Context: an optimization exercise on an open-source flow, tuned for small area. The choices shown serve that exercise and are no tape-out recipe. In this exercise RTL edits were held to simulation tests only and were not proved equivalent to the original.

===== flow/config.mk =====
export PLATFORM = sky130hd
export DESIGN_NAME = calc_top
export DESIGN_NICKNAME = calc_top
export VERILOG_FILES = /design/flow/design.v
export SDC_FILE = /design/flow/constraint.sdc
export NUM_CORES = 4
export LEC_CHECK = 0
export CAP_MARGIN = 20
export CORE_MARGIN = 2
export CORE_UTILIZATION = 40
export SLEW_MARGIN = 20

===== flow/constraint.sdc =====
create_clock -name core_clock -period 45.0 [get_ports {clk}]
set_input_delay 9.0000 -clock core_clock [delete_from_list [all_inputs] [get_ports {clk}]]
set_output_delay 9.0000 -clock core_clock [all_outputs]
set_load 0.01 [all_outputs]

===== flow/design.v =====
package calc_pkg;
  localparam int DATA_W  = 16;   
  localparam int DIGIT_W = 4;    
  localparam int KEY_W   = 5;    
  typedef logic [DATA_W-1:0] data_t;
  typedef enum logic [1:0] {
    OP_ADD = 2'd0,
    OP_SUB = 2'd1,
    OP_MUL = 2'd2,
    OP_DIV = 2'd3
  } op_t;
  localparam logic [DIGIT_W-1:0] KEY_NEG = 4'd4;   
  localparam logic [DIGIT_W-1:0] KEY_EQ  = 4'd5;   
  localparam logic [DIGIT_W-1:0] KEY_AC  = 4'd6;   
  typedef struct packed {
    logic               is_func;   
    logic [DIGIT_W-1:0] value;     
  } digit_key_t;
  typedef struct packed {
    logic               is_func;   
    logic [DIGIT_W-1:0] code;      
  } func_key_t;
  typedef union packed {
    digit_key_t digit;
    func_key_t  func;
  } key_code_t;
endpackage
`timescale 1ns/1ns
module calc_alu (
  input  logic            clk,
  input  logic            rst_n,
  input  logic            i_start,
  input  calc_pkg::op_t   i_op,
  input  calc_pkg::data_t i_a,
  input  calc_pkg::data_t i_b,
  input  logic            i_signed,
  output logic            o_done,
  output calc_pkg::data_t o_result,
  output logic            o_div_zero
);
  localparam int MSB = calc_pkg::DATA_W - 1;
  calc_pkg::data_t mag_a;
  calc_pkg::data_t mag_b;
  calc_pkg::data_t quot;
  calc_pkg::data_t div_res;
  calc_pkg::data_t result;
  logic            b_zero;
  assign b_zero = (i_b == '0);
  assign mag_a   = (i_signed && i_a[MSB]) ? -i_a : i_a;
  assign mag_b   = (i_signed && i_b[MSB]) ? -i_b : i_b;
  assign quot    = b_zero ? '0 : (mag_a / mag_b);
  assign div_res = (i_signed && (i_a[MSB] ^ i_b[MSB])) ? -quot : quot;
  always_comb
  begin
    case (i_op)
      calc_pkg::OP_ADD: result = i_a + i_b;
      calc_pkg::OP_SUB: result = i_a - i_b;
      calc_pkg::OP_MUL: result = i_a * i_b;
      default:          result = div_res;
    endcase
  end
  always_ff @(posedge clk or negedge rst_n)
  begin
    if (!rst_n)
    begin
      o_done     <= 1'b0;
      o_div_zero <= 1'b0;
    end
    else
    begin
      o_done     <= i_start;
      o_div_zero <= i_start && (i_op == calc_pkg::OP_DIV) && b_zero;
    end
  end
  always_ff @(posedge clk)
  begin
    if (i_start)
    begin
      o_result <= result;
    end
  end
endmodule
`timescale 1ns/1ns
module operand_datapath (
  input  logic    clk,
  input  logic    rst_n,
  input  logic                         ctrl_clear,
  input  logic                         ctrl_load_digit,
  input  logic [calc_pkg::DIGIT_W-1:0] ctrl_digit,
  input  logic                         ctrl_target_b,
  input  logic                         ctrl_negate,
  input  logic                         ctrl_take_result,
  input  calc_pkg::data_t              ctrl_result,
  input  logic                         ctrl_copy_a_to_b,
  input  logic                         ctrl_clear_b,
  output calc_pkg::data_t              ctrl_reg_a,
  output calc_pkg::data_t              ctrl_reg_b,
  output logic                         ctrl_b_entered
);
  localparam int DATA_W  = calc_pkg::DATA_W;
  localparam int DIGIT_W = calc_pkg::DIGIT_W;
  calc_pkg::data_t reg_a;
  calc_pkg::data_t reg_b;
  logic            neg_a;       
  logic            neg_b;
  logic            b_entered;
  calc_pkg::data_t base;        
  logic            base_neg;
  calc_pkg::data_t digit_ext;
  calc_pkg::data_t add_a;
  calc_pkg::data_t add_b;
  logic            add_cin;
  calc_pkg::data_t add_sum;
  logic            use_a;
  logic            use_b;
  assign use_a = (ctrl_load_digit || ctrl_negate) && !ctrl_target_b;
  assign use_b = (ctrl_load_digit || ctrl_negate) && ctrl_target_b;
  always_comb
  begin
    base      = ctrl_target_b ? reg_b : reg_a;
    base_neg  = ctrl_target_b ? neg_b : neg_a;
    digit_ext = {{(DATA_W - DIGIT_W){1'b0}}, ctrl_digit};
    if (ctrl_clear)
    begin
      base     = '0;   
      base_neg = 1'b0;
    end
    if (ctrl_negate)
    begin
      add_a   = ~base;
      add_b   = '0;
      add_cin = 1'b1;
    end
    else
    begin
      add_a   = {base[DATA_W-DIGIT_W-1:0], {DIGIT_W{1'b0}}};
      add_b   = base_neg ? ~digit_ext : digit_ext;   
      add_cin = base_neg;
    end
  end
  assign add_sum = add_a + add_b + {{(DATA_W - 1){1'b0}}, add_cin};
  always_ff @(posedge clk or negedge rst_n)
  begin
    if (!rst_n)
    begin
      reg_a     <= '0;
      reg_b     <= '0;
      neg_a     <= 1'b0;
      neg_b     <= 1'b0;
      b_entered <= 1'b0;
    end
    else
    begin
      if (use_a)
      begin
        reg_a <= add_sum;
      end
      else if (ctrl_clear)
      begin
        reg_a <= '0;
      end
      else if (ctrl_take_result)
      begin
        reg_a <= ctrl_result;
      end
      if (ctrl_clear || ctrl_clear_b)
      begin
        reg_b     <= '0;
        neg_b     <= 1'b0;
        b_entered <= 1'b0;
      end
      else
      begin
        if (use_b)
        begin
          reg_b <= add_sum;
        end
        else if (ctrl_copy_a_to_b)
        begin
          reg_b <= reg_a;
        end
        if (ctrl_negate && ctrl_target_b)
        begin
          neg_b <= ~neg_b;
        end
        if (ctrl_load_digit && ctrl_target_b)
        begin
          b_entered <= 1'b1;
        end
      end
      if (ctrl_clear)
      begin
        neg_a <= 1'b0;
      end
      else if (ctrl_negate && !ctrl_target_b)
      begin
        neg_a <= ~neg_a;
      end
    end
  end
  assign ctrl_reg_a     = reg_a;
  assign ctrl_reg_b     = reg_b;
  assign ctrl_b_entered = b_entered;
endmodule
`timescale 1ns/1ns
module calc_sequencer (
  input  logic                clk,
  input  logic                rst_n,
  input  calc_pkg::key_code_t i_key,
  input  logic                i_key_valid,
  output logic                o_key_ready,
  input  logic                i_signed_mode,
  output logic                ctrl_clear,
  output logic                ctrl_load_digit,
  output logic [calc_pkg::DIGIT_W-1:0] ctrl_digit,
  output logic                ctrl_target_b,
  output logic                ctrl_negate,
  output logic                ctrl_take_result,
  output calc_pkg::data_t     ctrl_result,
  output logic                ctrl_copy_a_to_b,
  output logic                ctrl_clear_b,
  input  calc_pkg::data_t     ctrl_reg_a,
  input  calc_pkg::data_t     ctrl_reg_b,
  input  logic                ctrl_b_entered,
  output logic                o_alu_start,
  output calc_pkg::op_t       o_alu_op,
  input  logic                i_alu_done,
  input  calc_pkg::data_t     i_alu_result,
  input  logic                i_alu_div_zero,
  output calc_pkg::data_t     o_disp_data,
  output logic                o_disp_valid,
  input  logic                i_disp_ready,
  output logic [3:0]          o_op_lamps,
  output logic                o_error
);
  typedef enum logic [2:0] {
    S_WAIT_A,    
    S_WAIT_B,    
    S_WAIT_EQ,   
    S_CALC,
    S_ALU,
    S_SHOW,
    S_DISP,
    S_ERROR
  } state_t;
  state_t              state;
  state_t              ret_state;   
  logic                pending;
  calc_pkg::op_t       cur_op;
  logic                show_b;
  calc_pkg::key_code_t key_q;       
  calc_pkg::data_t     disp_q;
  logic key_fire;
  logic live;                       
  logic is_op;
  logic do_digit;
  logic do_op;
  logic do_neg;
  logic do_eq;
  logic do_ac;
  logic do_calc;
  logic alu_ok;
  assign o_key_ready = (state == S_WAIT_A) || (state == S_WAIT_B) ||
                       (state == S_WAIT_EQ) || (state == S_ERROR);
  assign key_fire    = i_key_valid && o_key_ready;
  assign live        = key_fire && (state != S_ERROR);
  assign is_op    = i_key.func.is_func && (i_key.func.code[3:2] == 2'b00);
  assign do_digit = live && !i_key.digit.is_func;
  assign do_op    = live && is_op;
  assign do_neg   = live && i_key.func.is_func && (i_key.func.code == calc_pkg::KEY_NEG) &&
                    i_signed_mode;
  assign do_eq    = live && i_key.func.is_func && (i_key.func.code == calc_pkg::KEY_EQ) &&
                    (state == S_WAIT_B);
  assign do_ac    = key_fire && i_key.func.is_func && (i_key.func.code == calc_pkg::KEY_AC);
  assign do_calc  = do_eq || (do_op && (state == S_WAIT_B) && ctrl_b_entered);
  assign alu_ok   = (state == S_ALU) && i_alu_done && !i_alu_div_zero;
  assign ctrl_clear       = do_ac || (do_digit && (state == S_WAIT_EQ));
  assign ctrl_load_digit  = do_digit;
  assign ctrl_digit       = i_key.digit.value;
  assign ctrl_target_b    = (state == S_WAIT_B);
  assign ctrl_negate      = do_neg;
  assign ctrl_copy_a_to_b = do_eq && !ctrl_b_entered;
  assign ctrl_take_result = alu_ok;
  assign ctrl_clear_b     = alu_ok;   
  assign ctrl_result      = i_alu_result;
  assign o_alu_start  = (state == S_CALC);
  assign o_alu_op     = cur_op;
  assign o_disp_data  = disp_q;
  assign o_disp_valid = (state == S_DISP);
  assign o_op_lamps   = pending ? (4'b0001 << cur_op) : 4'b0000;
  assign o_error      = (state == S_ERROR);
  always_ff @(posedge clk or negedge rst_n)
  begin
    if (!rst_n)
    begin
      state     <= S_SHOW;   
      ret_state <= S_WAIT_A;
      pending   <= 1'b0;
      cur_op    <= calc_pkg::OP_ADD;
      show_b    <= 1'b0;
    end
    else
    begin
      case (state)
        S_WAIT_A, S_WAIT_B, S_WAIT_EQ, S_ERROR:
        begin
          if (do_ac)
          begin
            pending   <= 1'b0;
            show_b    <= 1'b0;
            ret_state <= S_WAIT_A;
            state     <= S_SHOW;
          end
          else if (do_calc)
          begin
            state <= S_CALC;
          end
          else if (do_op)
          begin
            pending   <= 1'b1;   
            cur_op    <= calc_pkg::op_t'(i_key.func.code[1:0]);
            show_b    <= 1'b0;
            ret_state <= S_WAIT_B;
            state     <= S_SHOW;
          end
          else if (do_digit)
          begin
            show_b    <= (state == S_WAIT_B);
            ret_state <= (state == S_WAIT_B) ? S_WAIT_B : S_WAIT_A;
            state     <= S_SHOW;
          end
          else if (do_neg)
          begin
            show_b    <= (state == S_WAIT_B);
            ret_state <= state;
            state     <= S_SHOW;
          end
        end
        S_CALC:
        begin
          state <= S_ALU;
        end
        S_ALU:
        begin
          if (i_alu_done && i_alu_div_zero)
          begin
            pending <= 1'b0;
            state   <= S_ERROR;
          end
          else if (i_alu_done)
          begin
            show_b <= 1'b0;
            state  <= S_SHOW;
            if (key_q.func.code == calc_pkg::KEY_EQ)
            begin
              pending   <= 1'b0;
              ret_state <= S_WAIT_EQ;
            end
            else
            begin
              cur_op    <= calc_pkg::op_t'(key_q.func.code[1:0]);   
              ret_state <= S_WAIT_B;
            end
          end
        end
        S_SHOW:
        begin
          state <= S_DISP;
        end
        S_DISP:
        begin
          if (i_disp_ready)
          begin
            state <= ret_state;
          end
        end
        default:
        begin
          state <= S_SHOW;
        end
      endcase
    end
  end
  always_ff @(posedge clk)
  begin
    if (key_fire)
    begin
      key_q <= i_key;
    end
    if (state == S_SHOW)
    begin
      disp_q <= show_b ? ctrl_reg_b : ctrl_reg_a;
    end
  end
endmodule
`timescale 1ns/1ns
module calc_top (
  input  logic                       clk,
  input  logic                       rst_n,
  input  logic [calc_pkg::KEY_W-1:0] i_key,
  input  logic                       i_key_valid,
  output logic                       o_key_ready,
  input  logic                       i_signed_mode,
  output calc_pkg::data_t            o_disp_data,
  output logic                       o_disp_valid,
  input  logic                       i_disp_ready,
  output logic [3:0]                 o_op_lamps,
  output logic                       o_error
);
  logic                          ctrl_clear;
  logic                          ctrl_load_digit;
  logic [calc_pkg::DIGIT_W-1:0]  ctrl_digit;
  logic                          ctrl_target_b;
  logic                          ctrl_negate;
  logic                          ctrl_take_result;
  calc_pkg::data_t               ctrl_result;
  logic                          ctrl_copy_a_to_b;
  logic                          ctrl_clear_b;
  calc_pkg::data_t               ctrl_reg_a;
  calc_pkg::data_t               ctrl_reg_b;
  logic                          ctrl_b_entered;
  logic            alu_start;
  calc_pkg::op_t   alu_op;
  logic            alu_done;
  calc_pkg::data_t alu_result;
  logic            alu_div_zero;
  calc_sequencer i_sequencer (
    .clk            (clk),
    .rst_n          (rst_n),
    .i_key          (i_key),
    .i_key_valid    (i_key_valid),
    .o_key_ready    (o_key_ready),
    .i_signed_mode  (i_signed_mode),
    .ctrl_clear            (ctrl_clear),
    .ctrl_load_digit       (ctrl_load_digit),
    .ctrl_digit            (ctrl_digit),
    .ctrl_target_b         (ctrl_target_b),
    .ctrl_negate           (ctrl_negate),
    .ctrl_take_result      (ctrl_take_result),
    .ctrl_result           (ctrl_result),
    .ctrl_copy_a_to_b      (ctrl_copy_a_to_b),
    .ctrl_clear_b          (ctrl_clear_b),
    .ctrl_reg_a            (ctrl_reg_a),
    .ctrl_reg_b            (ctrl_reg_b),
    .ctrl_b_entered        (ctrl_b_entered),
    .o_alu_start    (alu_start),
    .o_alu_op       (alu_op),
    .i_alu_done     (alu_done),
    .i_alu_result   (alu_result),
    .i_alu_div_zero (alu_div_zero),
    .o_disp_data    (o_disp_data),
    .o_disp_valid   (o_disp_valid),
    .i_disp_ready   (i_disp_ready),
    .o_op_lamps     (o_op_lamps),
    .o_error        (o_error)
  );
  operand_datapath i_datapath (
    .clk   (clk),
    .rst_n (rst_n),
    .ctrl_clear            (ctrl_clear),
    .ctrl_load_digit       (ctrl_load_digit),
    .ctrl_digit            (ctrl_digit),
    .ctrl_target_b         (ctrl_target_b),
    .ctrl_negate           (ctrl_negate),
    .ctrl_take_result      (ctrl_take_result),
    .ctrl_result           (ctrl_result),
    .ctrl_copy_a_to_b      (ctrl_copy_a_to_b),
    .ctrl_clear_b          (ctrl_clear_b),
    .ctrl_reg_a            (ctrl_reg_a),
    .ctrl_reg_b            (ctrl_reg_b),
    .ctrl_b_entered        (ctrl_b_entered)
  );
  calc_alu i_alu (
    .clk        (clk),
    .rst_n      (rst_n),
    .i_start    (alu_start),
    .i_op       (alu_op),
    .i_a        (ctrl_reg_a),
    .i_b        (ctrl_reg_b),
    .i_signed   (i_signed_mode),
    .o_done     (alu_done),
    .o_result   (alu_result),
    .o_div_zero (alu_div_zero)
  );
endmodule

===== flow/run.sh =====
#!/bin/bash
# synth_recipe.tcl (not shown) runs the flow's synth.tcl, then flattens the netlist and writes it again
# the make line also repeats each setting of config.mk as NAME=value (left out here)
make -C /OpenROAD-flow-scripts/flow DESIGN_CONFIG=/design/flow/config.mk WORK_HOME=/design/flow/orfs CLKGATE_MAP_FILE= SYNTH_SCRIPT=/design/flow/synth_recipe.tcl finish

==> run summary <==
what timing repair did:
| item | 4_1_cts | 5_1_grt |
|---|---|---|
| endpoints found under the setup margin | 0 | 16 |
| setup buffers | 0 | 3 |
| resized for setup | 0 | 16 |
state kept, by name (all words and copies together), names as in the netlist:
| register | cells |
|---|---|
| i_alu.o_div_zero | 1 |
| i_alu.o_done | 1 |
| i_alu.o_result | 16 |
| i_datapath.b_entered | 1 |
| i_datapath.neg_a | 1 |
| i_datapath.neg_b | 1 |
| i_datapath.reg_a | 16 |
| i_datapath.reg_b | 16 |
| i_sequencer.cur_op | 2 |
| i_sequencer.disp_q | 16 |
| i_sequencer.key_q | 4 |
| i_sequencer.pending | 1 |
| i_sequencer.ret_state | 3 |
| i_sequencer.show_b | 1 |
| i_sequencer.state | 3 |
cell usage after synthesis (5+ instances only):
library cell    n  share of area, %
o21a_1         35               1.4
a211o_1         6              0.29
o211ai_1       19              0.77
and4_1          5              0.24
clkbuf_1       95               1.9
nor2_1        187               3.8
o21ai_0       124               3.4
inv_1         170               3.5
nor4_1         13              0.44
edfxtp_1       36               5.9
ha_1          217                15
nor2b_1        18              0.61
o31ai_1        24              0.98
nand4_1        25              0.85
a41oi_1         6              0.29
mux2i_1        42               2.3
nor3_1         61               1.7
or3_1          25              0.85
nand3_1        48               1.3
a21boi_0       14              0.57
or2_2          17              0.58
dfrtp_1        45               6.1
o22ai_1        16              0.54
xor2_1         69               3.3
mux2_2         41               2.5
buf_2          16              0.44
fa_1           83               9.0
o31a_1          8              0.38
or4_1           5              0.20
nand2b_1       22              0.75
a2111oi_0       6              0.29
a31oi_1        34               1.2
a21oi_1       159               4.3
buf_1          12              0.24
a21o_1         39               1.6
o21bai_1        8              0.33
a211oi_1       26               1.1
nor3b_1         9              0.37
xnor2_1       115               5.5
nand2_1       270               5.5
and2_1         76               2.6
o221ai_1       10              0.48
and3_1         16              0.54
metrics by stage:
stage | setup slack, ps | util, % | cells | hold WS, ps
4_1_cts | 896.5 | 43.45 | 2959 | 498.1
6_report | 2086 | 43.64 | 2963 | 507.5
5_1_grt | 143.4 | 43.64 | 2963 | 516.0
3_5_place_dp | 630.5 | 42.79 | 2943 | 464.1
2_1_floorplan | 5457 | - | 2383 | 429.1
3_3_place_gp | 1283 | 42.78 | 2943 | 480.5
worst paths after layout:
kind                                                          to                             from  cells after the start
max in group asynchronous       i_datapath.reg_a[12]$_DFFE_PN0P_                            rst_n                      1
worst min-delay path             i_datapath.reg_a[9]$_DFFE_PN0P_      i_alu.o_result[9]$_DFFE_PP_                      2
min in group asynchronous        i_datapath.reg_b[7]$_DFFE_PN0P_                            rst_n                      1
worst max register to register      i_alu.o_result[10]$_DFFE_PP_  i_datapath.reg_b[0]$_DFFE_PN0P_                    136
worst max-delay path                i_alu.o_result[10]$_DFFE_PP_                    i_signed_mode                    134
worst min register to register   i_datapath.reg_a[9]$_DFFE_PN0P_      i_alu.o_result[9]$_DFFE_PP_                      2
final cells by class:
cell class	instances	area (um^2)	share of cell area, %
well taps	600	750.7	3.790
flip-flops and latches	83	2260	11.41
clock buffers	10	229.0	1.156
multi-input cells	2004	15100	76.24
inverters	170	638.1	3.222
repair buffers	90	757.0	3.822
clock inverters	6	72.57	0.3664
logic make-up (layout without fill, tap and decap cells):
| logic type | after synthesis | after routing | share of synthesized area, % |
|---|---|---|---|
| compound gates | 602 | 602 | 21.65 |
| fa+ha+maj | 300 | 300 | 23.78 |
| buf+inv | 296 | 276 | 6.226 |
| simple gates | 833 | 833 | 22.36 |
| flops | 83 | 83 | 12.28 |
| mux | 85 | 85 | 4.955 |
| xor+xnor | 184 | 184 | 8.755 |
routing by layer:
metal	up-vias	track usage, %	wire length (um)
met5	-	0	13
met1	8743	34.79	27190
met3	162	3.814	4521
met2	696	43.27	29220
li1	8428	-	-
met4	2	11.36	2940
critical path, delay by kind of cell:
kind                       cells  cell delay (ps)
buffers and inverters         10             2270
and+or+nand+nor               29             6860
AOI/OAI and AO/OA             71            17140
muxes                          7             2280
xor gates and xnor gates       1              420
adders and majority gates     16             4920
==> results_dict.tcl <==
set metrics [dict create \
    status "no timing/DRC/antenna violations" \
    wl_per_cell_um 21.56 \
    cts_sinks 83 \
    die_w_um 218.5 \
    timing.final.crit_share_pct 95.36 \
    setup_viol_count_final 0 \
    diodes 0 \
    routed_wirelength_um 63890 \
    end_kind "register" \
    ys_seq_area_share_pct 12.28 \
    crit_arrival_ps 43010 \
    cp-start-kind "input pin" \
    finalSetupTns_ps 0 \
    grt_max_degree 48 \
    stdcell_area_mm2 0.01981 \
    layout_commonest_cell "nand2_1" \
    gp_congestion 0.9637 \
    detailed_place_hpwl_um 47580 \
    drive_above_1_share_pct 8.125 \
    root_buffer "clkbuf_16" \
    synth_area_mm2 0.01841 \
    clk_latency_ps 360 \
    die_h_um 218.5 \
    cts_made_buffers 9 \
    ys_ff_latch 83 \
    vias_per_cell 6.085 \
    cts_buffer_depth 2 \
    vias 18031 \
    crit_type "in2reg" \
    core_area_mm2 0.04538 \
    grt.overflow.total 0 \
    htreeDepth 3 \
    drv_cap 0 \
    maxSlewHeadroom_pct 29.46 \
    ant_nets 0 \
    ys_warn_count 3 \
    synthArstFlopShare_pct 56.63 \
    rsz0062_at_grt "no" \
    critPathMaxStageDelay_ps 770 \
    fin_skew_ps 12.35 \
    max_freq_ghz 0.02330 \
    grt_pass1_wl_um 98250 \
    die_area_mm2 0.04775 \
    dr.pass1.iters 6 \
    placedInstanceArea_mm2 0.01942 \
    r2r_slack_ps 9890 \
    tightest_slew_ps 1058 \
    worstPathRequired_ps 45100 \
    synthCells 2383 \
    initial_core_util_pct 40.56 \
    mostFrequentLayoutCells "269 x nand2_1, 217 x ha_1, 184 x nor2_1" \
    grt_pass1_vias 17373 \
    synthDistinctLibCells 105 \
    clkTransAtPathRegs_ps 80 \
    drc 0 \
    fin_crit_ps 42910 \
    io_buffers 32 \
    cp_slowest_cell "clkdlybuf4s50_1" \
    postCtsHoldBufs 0 \
    cp_max_fo 18 \
    antenna_found_initial 1 \
    hold_violations 0 \
    drt_iter0_markers 1373 \
    nFillCells 4635 \
    path_common_cell "ha_1" \
    drv_slew 0 \
    syn_nets 2693 \
    nNetsFinal 2668 \
    avgSynthCellArea_um2 7.725 \
    num_io_pins 33 \
    hp-class "reg2reg" \
    cts_tree "yes" \
    rows 78 \
    grt_usage_pct 26.50 \
    synth_flop_cell "dfrtp_1" \
    synthToLayoutAreaGrowth_pct 7.599 \
    synth_edf_count 36 \
]

==> separate check: timing with driven ports <==
How much do the figures lean on ideal ports? The routed layout below was timed once more, with nothing changed but the port constraints.
Step 1: set_driving_cell puts a clkbuf_16 on clk and a buf_2 on each other input, an assumption about the parent block.
Step 2 times the ports against the registers' clock, not the clock port: input delays grow and output delays shrink by t, the midpoint of the rising clock arrivals with the driver on.
Slacks: ideal ports / drivers / drivers and shift; pairs: ideal ports / drivers.
t, ns: 0.401
slack for setup (ns): 2.086 / 2.112 / 1.711
hold slack, ns: 0.508 / 0.508 / 0.508
pins driven straight from the clock port: 1
After both steps setup and hold are still met in this run. The setup slack of this run moves by +0.026 ns with the drivers and by -0.375 ns with both steps.
